What follows belongs to an exercise in optimizing a design on an open flow for small area and a short achievable clock period; a production flow would make more cautious choices. Where RTL was checked, it was by simulation tests only, not by an equivalence proof against the original. The clock port is modelled as an ideal driver; clocking choices that lean on that would not hold on a real chip. Power figures rest on the tool's default switching activity, not on a simulated workload.

== north ==
Design wallace_mult_24x24, start of the top module:
module wallace_mult_24x24 (
  input  logic        clk,
  input  logic        rst,
  input  logic        in_valid,
  input  logic [23:0] a,
  input  logic [23:0] b,
  output logic        out_valid,
  output logic [39:0] x,
  output logic [39:0] y,
  output logic [7:0]  z
);
For scale: about 1700 cells after synthesis, about 430 flip-flops, roughly 22000 um2 of cells after synthesis.
==> flow/config.mk <==
export PLATFORM = sky130hd
export DESIGN_NAME = wallace_mult_24x24
export DESIGN_NICKNAME = wallace_mult_24x24
export VERILOG_FILES = /design/flow/design.v
export SDC_FILE = /design/flow/constraint.sdc
export NUM_CORES = 4
export LEC_CHECK = 0
export CAP_MARGIN = 20
export CORE_MARGIN = 2
export CORE_UTILIZATION = 60
export CTS_CLUSTER_DIAMETER = 100
export CTS_CLUSTER_SIZE = 30
export HOLD_SLACK_MARGIN = 0.05
export SETUP_SLACK_MARGIN = 2.2
export SLEW_MARGIN = 20
export SYNTH_HIERARCHICAL = 1
export SYNTH_MINIMUM_KEEP_SIZE = 0
==> flow/constraint.sdc <==
create_clock -name core_clock -period 4.0 [get_ports {clk}]
set_input_delay 0.8000 -clock core_clock [delete_from_list [all_inputs] [get_ports {clk}]]
set_output_delay 0.8000 -clock core_clock [all_outputs]
set_load 0.01 [all_outputs]
standard.sh (not shown) runs the stock make flow with config.mk's settings and CLKGATE_MAP_FILE= SYNTH_SCRIPT=/design/flow/synth_recipe.tcl, a recipe that flattens the netlist after the stock synthesis.
==> flow/flow/run.sh <==
#!/bin/bash
set -euo pipefail
K="BUFFER_PORTS_ARGS=-buffer_cell sky130_fd_sc_hd__buf_1"
EM="SETUP_SLACK_MARGIN=$(cat flow/early_margin.txt)"
bash standard.sh "$K" "$EM" cts > make_cts.log 2>&1
export SKEW_DB=$PWD/orfs/results/$FLOW_PLATFORM/wallace_mult_24x24/base/4_cts.odb
export SKEW_LIB=$FLOW_HOME/platforms/$FLOW_PLATFORM/lib/sky130_fd_sc_hd__tt_025C_1v80.lib
export SKEW_RC=$FLOW_HOME/platforms/$FLOW_PLATFORM/setRC.tcl
export SKEW_SDC=$PWD/orfs/results/$FLOW_PLATFORM/wallace_mult_24x24/base/4_cts.sdc
export SKEW_FLATTEN=$(cat flow/flatten.txt)
export SKEW_LEAF=$(cat flow/leaf.txt 2>/dev/null || true)
read SKEW_D2 SKEW_D3 < flow/skew.txt
export SKEW_D2 SKEW_D3
openroad -no_init -exit flow/skew.tcl > skew.log 2>&1
bash standard.sh "$K" finish > make_finish.log 2>&1
Other scripts of this flow, unchanged in this note and not shown: flow/flow/early_margin.txt, flow/flow/flatten.txt, flow/flow/skew.tcl, flow/flow/skew.txt
For south, these inputs were changed with respect to north:
diff --git a/flow/design.v b/flow/design.v
--- a/flow/design.v
+++ b/flow/design.v
@@ -1942,25 +1942,29 @@
   wm_fa u_s841 (.a(r2_c38_3), .b(c834), .c(s839), .s(s841), .co(c842));
   wm_fa u_s843 (.a(r2_c39_0), .b(r2_c39_1), .c(r2_c39_2), .s(s843), .co(c844));
   wm_fa u_s845 (.a(c840), .b(s843), .c(c842), .s(s845), .co(c846));
   wm_fa u_s847 (.a(r2_c40_0), .b(r2_c40_1), .c(r2_c40_2), .s(s847), .co(c848));
   wm_fa u_s849 (.a(r2_c41_0), .b(r2_c41_1), .c(r2_c41_2), .s(s849), .co(c850));
   wm_fa u_s851 (.a(r2_c41_3), .b(c848), .c(s849), .s(s851), .co(c852));
   wm_fa u_s853 (.a(r2_c42_0), .b(r2_c42_1), .c(r2_c42_2), .s(s853), .co(c854));
   wm_fa u_s855 (.a(c850), .b(s853), .c(c852), .s(s855), .co(c856));
   wm_fa u_s857 (.a(r2_c43_0), .b(r2_c43_1), .c(c854), .s(s857), .co(c858));
   wm_fa u_s859 (.a(r2_c44_0), .b(r2_c44_1), .c(c858), .s(s859), .co(c860));
   wm_fa u_s861 (.a(r2_c45_0), .b(r2_c45_1), .c(r2_c45_2), .s(s861), .co(c862));
   wm_fa u_s863 (.a(r2_c46_0), .b(r2_c46_1), .c(c862), .s(s863), .co(c864));
-  assign lo_sum = {2'b0, r2_c7_0, r2_c6_0, r2_c5_0, r2_c4_0, r2_c3_0, r2_c2_0, r2_c1_0, r2_c0_0} + {2'b0, r2_c7_1, r2_c6_1, r2_c5_1, r2_c4_1, 1'b0, 1'b0, 1'b0, r2_c0_1} + {2'b0, 1'b0, 1'b0, 1'b0, r2_c4_2, 1'b0, 1'b0, 1'b0, 1'b0};
+  logic [4:0] lo_lo;
+  logic [5:0] lo_hi;
+  assign lo_lo = {1'b0, r2_c3_0, r2_c2_0, r2_c1_0, r2_c0_0} + {1'b0, 1'b0, 1'b0, 1'b0, r2_c0_1};
+  assign lo_hi = {2'b0, r2_c7_0, r2_c6_0, r2_c5_0, r2_c4_0} + {2'b0, r2_c7_1, r2_c6_1, r2_c5_1, r2_c4_1} + r2_c4_2 + lo_lo[4];
+  assign lo_sum = {lo_hi, lo_lo[3:0]};
   wm_ha u_s865 (.a(r3_c8_0), .b(r3_c8_1), .s(s865), .co(c866));
   wm_fa u_s867 (.a(r3_c9_0), .b(r3_c9_1), .c(r3_c9_2), .s(s867), .co(c868));
   wm_ha u_s869 (.a(r3_c10_0), .b(r3_c10_1), .s(s869), .co(c870));
   wm_ha u_s871 (.a(r3_c11_0), .b(r3_c11_1), .s(s871), .co(c872));
   wm_ha u_s873 (.a(r3_c12_0), .b(r3_c12_1), .s(s873), .co(c874));
   wm_ha u_s875 (.a(r3_c13_0), .b(r3_c13_1), .s(s875), .co(c876));
   wm_ha u_s877 (.a(r3_c14_0), .b(r3_c14_1), .s(s877), .co(c878));
   wm_ha u_s879 (.a(r3_c15_0), .b(r3_c15_1), .s(s879), .co(c880));
   wm_ha u_s881 (.a(r3_c16_0), .b(r3_c16_1), .s(s881), .co(c882));
   wm_ha u_s883 (.a(r3_c17_0), .b(r3_c17_1), .s(s883), .co(c884));
   wm_ha u_s885 (.a(r3_c18_0), .b(r3_c18_1), .s(s885), .co(c886));
   wm_ha u_s887 (.a(r3_c19_0), .b(r3_c19_1), .s(s887), .co(c888));
==> comparison <==
Compared with north, south shows a higher final cell count. Changes observed in south relative to north: area fraction in and, or, nand and nor cells after synthesis shows no meaningful change, final instance area shows an increase of 0.77%. south vs north — post-detailed-placement cell area climbed slightly. south against north: worst-margin pin slew +0.017 ns, required time at the endpoint of the critical path +2.09 ns. Between south and north, the difference in share of the core filled with cells in the final layout is negligible. Sort south and north by layout buffer count excluding clock buffers desc -> top: south. From north to south, final-report max-slew violation count did not move at all. Summary — part of the power in registers, south relative to north: lower, by 1.0 points. Hold slack on south is up relative to north.
Only the layout flow was run in south; the RTL was not checked for function there.

========
Starting RTL as in the previous note.
export LEC_CHECK = 0
export CAP_MARGIN = 20
export CORE_MARGIN = 2
export CORE_UTILIZATION = 60
export CTS_CLUSTER_DIAMETER = 100
export CTS_CLUSTER_SIZE = 30
export HOLD_SLACK_MARGIN = 0.05
export SETUP_SLACK_MARGIN = 2.25
export SLEW_MARGIN = 20
export SYNTH_HIERARCHICAL = 1
export SYNTH_MINIMUM_KEEP_SIZE = 0
create_clock -name core_clock -period 4.0 [get_ports {clk}]
Scripts as last shown in full above: flow/flow/run.sh
Other scripts of this flow, unchanged in this note and not shown: flow/flow/early_margin.txt, flow/flow/flatten.txt, flow/flow/skew.tcl, flow/flow/skew.txt
Change:
--- a/flow/design.v
+++ b/flow/design.v
@@ -1944,21 +1944,25 @@
   wm_fa u_s845 (.a(c840), .b(s843), .c(c842), .s(s845), .co(c846));
   wm_fa u_s847 (.a(r2_c40_0), .b(r2_c40_1), .c(r2_c40_2), .s(s847), .co(c848));
   wm_fa u_s849 (.a(r2_c41_0), .b(r2_c41_1), .c(r2_c41_2), .s(s849), .co(c850));
   wm_fa u_s851 (.a(r2_c41_3), .b(c848), .c(s849), .s(s851), .co(c852));
   wm_fa u_s853 (.a(r2_c42_0), .b(r2_c42_1), .c(r2_c42_2), .s(s853), .co(c854));
   wm_fa u_s855 (.a(c850), .b(s853), .c(c852), .s(s855), .co(c856));
   wm_fa u_s857 (.a(r2_c43_0), .b(r2_c43_1), .c(c854), .s(s857), .co(c858));
   wm_fa u_s859 (.a(r2_c44_0), .b(r2_c44_1), .c(c858), .s(s859), .co(c860));
   wm_fa u_s861 (.a(r2_c45_0), .b(r2_c45_1), .c(r2_c45_2), .s(s861), .co(c862));
   wm_fa u_s863 (.a(r2_c46_0), .b(r2_c46_1), .c(c862), .s(s863), .co(c864));
-  assign lo_sum = {2'b0, r2_c7_0, r2_c6_0, r2_c5_0, r2_c4_0, r2_c3_0, r2_c2_0, r2_c1_0, r2_c0_0} + {2'b0, r2_c7_1, r2_c6_1, r2_c5_1, r2_c4_1, 1'b0, 1'b0, 1'b0, r2_c0_1} + {2'b0, 1'b0, 1'b0, 1'b0, r2_c4_2, 1'b0, 1'b0, 1'b0, 1'b0};
+  logic [4:0] lo_lo;
+  logic [5:0] lo_hi;
+  assign lo_lo = {1'b0, r2_c3_0, r2_c2_0, r2_c1_0, r2_c0_0} + {1'b0, 1'b0, 1'b0, 1'b0, r2_c0_1};
+  assign lo_hi = {2'b0, r2_c7_0, r2_c6_0, r2_c5_0, r2_c4_0} + {2'b0, r2_c7_1, r2_c6_1, r2_c5_1, r2_c4_1} + r2_c4_2 + lo_lo[4];
+  assign lo_sum = {lo_hi, lo_lo[3:0]};
   wm_ha u_s865 (.a(r3_c8_0), .b(r3_c8_1), .s(s865), .co(c866));
   wm_fa u_s867 (.a(r3_c9_0), .b(r3_c9_1), .c(r3_c9_2), .s(s867), .co(c868));
   wm_ha u_s869 (.a(r3_c10_0), .b(r3_c10_1), .s(s869), .co(c870));
   wm_ha u_s871 (.a(r3_c11_0), .b(r3_c11_1), .s(s871), .co(c872));
   wm_ha u_s873 (.a(r3_c12_0), .b(r3_c12_1), .s(s873), .co(c874));
   wm_ha u_s875 (.a(r3_c13_0), .b(r3_c13_1), .s(s875), .co(c876));
   wm_ha u_s877 (.a(r3_c14_0), .b(r3_c14_1), .s(s877), .co(c878));
   wm_ha u_s879 (.a(r3_c15_0), .b(r3_c15_1), .s(s879), .co(c880));
   wm_ha u_s881 (.a(r3_c16_0), .b(r3_c16_1), .s(s881), .co(c882));
   wm_ha u_s883 (.a(r3_c17_0), .b(r3_c17_1), .s(s883), .co(c884));
=> The new run went through all stages and came out clean; die area came out higher slightly; cell area increases slightly; count of clock-buffer cells in the layout drops by 1; via count climbs slightly; wire length grows by a few percent; first-iteration DRC count hardly moves; clock power increases by a few percent; global-route usage stays flat.
The RTL of the second run of this note was laid out without a check of its function.

[separate check: timing with driven ports]
The results above use ideal ports. As a check the final layouts listed here were re-extracted and re-timed, cells and wires unchanged. Step 1: set_driving_cell puts a clkbuf_16 on clk and a buf_2 on each other input, an assumption about the parent block. Step 2, shift: input delay + t, output delay - t, t = (earliest + latest rising clock arrival at the registers) / 2. This alone moves slack from input paths to output paths. Slacks: ideal / step 1 / step 2; pairs: ideal / step 1.
run	shift t [ns]	setup slack, ns	latest minus earliest clock arrival (ns)
north	0.958	2.218 / 2.161 / 2.133	0.828 / 0.828
south	0.980	1.939 / 1.939 / 1.939	0.848 / 0.848
the first run of note 2	0.960	2.239 / 2.182 / 2.131	0.832 / 0.832
the second run of note 2	0.974	1.927 / 1.927 / 1.927	0.844 / 0.844
Clock arrivals are far apart in every run listed, so t is only a midpoint there and step 2 fits no single register. For the first run of note 2, which loses most, drivers alone change the setup slack by -0.057 ns; drivers and shift together by -0.108 ns.
